This is an optimization exercise on Yosys and OpenROAD, whose aim is small area and a short achievable clock period, not a production implementation. The RTL was checked by simulation tests, not by an equivalence proof against the original design. No activity file was given, so power comes from the tool's default toggle rates.

## processor
module processor (
   input  logic        clk,
   input  logic        rst_n,
   input  logic        boot_done,
   output logic [11:0] status,
   output logic [15:0] instr_ptr,
   input  logic        instr_valid,
   input  logic [31:0] cur_instr,
   output logic        cache_wr_en,
   output logic [15:0] cache_wr_addr,
   output logic [15:0] cache_wr_data,
   input  logic        cache_wr_done,
   output logic        cache_rd_en,
   output logic [15:0] cache_rd_addr,
   input  logic [15:0] cache_rd_data,
   input  logic        cache_rd_done
);
==> flow/config.mk <==
export PLATFORM = sky130hd
export DESIGN_NAME = processor
export DESIGN_NICKNAME = processor
export VERILOG_FILES = /design/flow/design.v
export SDC_FILE = /design/flow/constraint.sdc
export NUM_CORES = 4
export LEC_CHECK = 0
export CAP_MARGIN = 20
export CORE_MARGIN = 2
export CORE_UTILIZATION = 65
export CTS_BUF_LIST = sky130_fd_sc_hd__clkbuf_16
export CTS_CLUSTER_DIAMETER = 60
export CTS_CLUSTER_SIZE = 30
export PLACE_DENSITY = 0.75
export SETUP_SLACK_MARGIN = 3.5
export SLEW_MARGIN = 20
==> flow/constraint.sdc <==
create_clock -name core_clock -period 7.0 [get_ports {clk}]
set_input_delay 1.4000 -clock core_clock [delete_from_list [all_inputs] [get_ports {clk}]]
set_output_delay 1.4000 -clock core_clock [all_outputs]
set_load 0.01 [all_outputs]
standard.sh (not shown) runs the stock make flow with config.mk's settings and CLKGATE_MAP_FILE= SYNTH_SCRIPT=/design/flow/synth_recipe.tcl, a recipe that flattens the netlist after the stock synthesis.
==> flow/flow/run.sh <==
#!/bin/bash
# Layout flow: the standard flow (standard.sh) with its standard
# synthesis, unchanged except that the port buffers are plain buffers
# (buf_1) instead of the delay cells buffer_ports picks by default.
# make's output goes to flow_make.log in this folder; each ORFS step keeps
# its own full log under orfs/logs/.
set -euo pipefail
export BUFFER_PORTS_ARGS="-buffer_cell sky130_fd_sc_hd__buf_1"
bash standard.sh finish > flow_make.log 2>&1
test -s out/final.def
The baseline finished with timing, DRC and antenna clean.
Next try:
Settings changed: CORE_UTILIZATION 65 to 70, SETUP_SLACK_MARGIN 3.5 to 3.6.
Result: The changed run passed the timing, DRC and antenna checks. Global-route usage came out higher by 4.2 points. Power climbs by a few percent. Design area came out higher slightly.
Next try:
Settings changed: CORE_UTILIZATION 70 to 65.
The changed run went through all stages and came out clean.
Worst hold slack gets worse by 0.0098 ns.
Final area decreases by 0.41%.
Non-clock buffer count decreases by 5.
Area after synthesis is unchanged.
Worst setup slack gets worse by 0.099 ns.
Sequential cell count is unchanged.
Next try:
==> flow/flow/run.sh (replaced) <==
#!/bin/bash
# Layout flow: the standard flow (standard.sh) with its standard
# synthesis, unchanged except that the port buffers are plain buffers
# (buf_2) instead of the delay cells buffer_ports picks by default.
# make's output goes to flow_make.log in this folder; each ORFS step keeps
# its own full log under orfs/logs/.
set -euo pipefail
export BUFFER_PORTS_ARGS="-buffer_cell sky130_fd_sc_hd__buf_2"
bash standard.sh finish > flow_make.log 2>&1
test -s out/final.def
Settings changed: CORE_UTILIZATION 65 to 60, SETUP_SLACK_MARGIN 3.6 to 3.5.
- total power rises slightly
- worst setup slack gets worse by 0.13 ns
- first-iteration DRC count falls by roughly a tenth
- critical path depth rises by 1
- routed wire length rises by a few percent
- via count stays flat
- sequential cell count does not change
- synthesized cell count is unchanged
- non-clock buffer count rises by 1
- register-to-register slack gets worse by 0.08 ns

* * *

Another version of the RTL of processor (not shown whole).
Size in the first run: roughly 130 I/O pins, roughly 19000 um^2 of cells after synthesis.
clock: 7.0 ns
lec_check: 0
cap_margin: 20
core_margin: 2
core_utilization: 60
cts_buf_list: sky130_fd_sc_hd__clkbuf_8
setup_slack_margin: 3
slew_margin: 20
run.sh (not shown) runs the stock make flow with config.mk's settings and CLKGATE_MAP_FILE= SYNTH_SCRIPT=/design/flow/synth_recipe.tcl, a recipe that flattens the netlist after the stock synthesis.
Stock flow here: none of the scripts above is used.
Edit:
==> flow/flow/run.sh (new file) <==
#!/bin/bash
# Layout flow: the standard flow (standard.sh) with its standard
# synthesis, unchanged except that the port buffers are plain buffers
# (buf_2) instead of the delay cells buffer_ports picks by default.
# make's output goes to flow_make.log in this folder; each ORFS step keeps
# its own full log under orfs/logs/.
set -euo pipefail
export BUFFER_PORTS_ARGS="-buffer_cell sky130_fd_sc_hd__buf_2"
bash standard.sh finish > flow_make.log 2>&1
test -s out/final.def
==> flow/standard.sh (new file) <==
#!/bin/bash
# synth_recipe.tcl (not shown) runs the flow's synth.tcl, then flattens the netlist and writes it again
# the make line also repeats each setting of config.mk as NAME=value (left out here)
make -C /OpenROAD-flow-scripts/flow DESIGN_CONFIG=/design/flow/config.mk WORK_HOME=/design/flow/orfs CLKGATE_MAP_FILE= SYNTH_SCRIPT=/design/flow/synth_recipe.tcl "${@:-finish}"
--- a/flow/config.mk
+++ b/flow/config.mk
@@ -11,3 +11,4 @@
 export CTS_BUF_LIST = sky130_fd_sc_hd__clkbuf_8
-export SETUP_SLACK_MARGIN = 3
+export PLACE_DENSITY = 0.75
+export SETUP_SLACK_MARGIN = 3.5
 export SLEW_MARGIN = 20
removed: flow/run.sh
Non-clock buffer count increases by 16.
Critical path depth rose by 3.
Power drops by 2.9%.
Wire length rises by 0.74%.
Die area does not change.
Synthesized cell count is unchanged.

[re-timing with driven ports]
The results above use ideal ports. As a check the final layouts listed here were re-extracted and re-timed, cells and wires unchanged. Step 1 sets driving cells, clkbuf_16 on the clock port and buf_2 on the other inputs (assumed; they add their load-dependent delay and slew). Step 2 also shifts input and output timing later by t, the mid clock arrival at the registers, as if the neighbouring blocks saw the same clock. Slacks: ideal ports / drivers / drivers and shift; pairs: ideal ports / drivers.
run	shift t [ns]	setup slack, ns	worst setup path at the end
the first run of note 1	0.624	3.407 / 3.437 / 2.813	input to register
the second run of note 1	0.635	3.643 / 3.635 / 3.032	input to register
the third run of note 1	0.625	3.545 / 3.576 / 2.951	input to register
the fourth run of note 1	0.641	3.411 / 3.438 / 2.797	input to register
the first run of note 2	0.694	2.932 / 2.956 / 2.262	input to register
the second run of note 2	0.712	3.322 / 3.322 / 2.655	input to register
After both steps setup and hold are still met in every run listed. The setup slack of the first run of note 2, which loses most, moves by +0.024 ns with the drivers and by -0.670 ns with both steps.
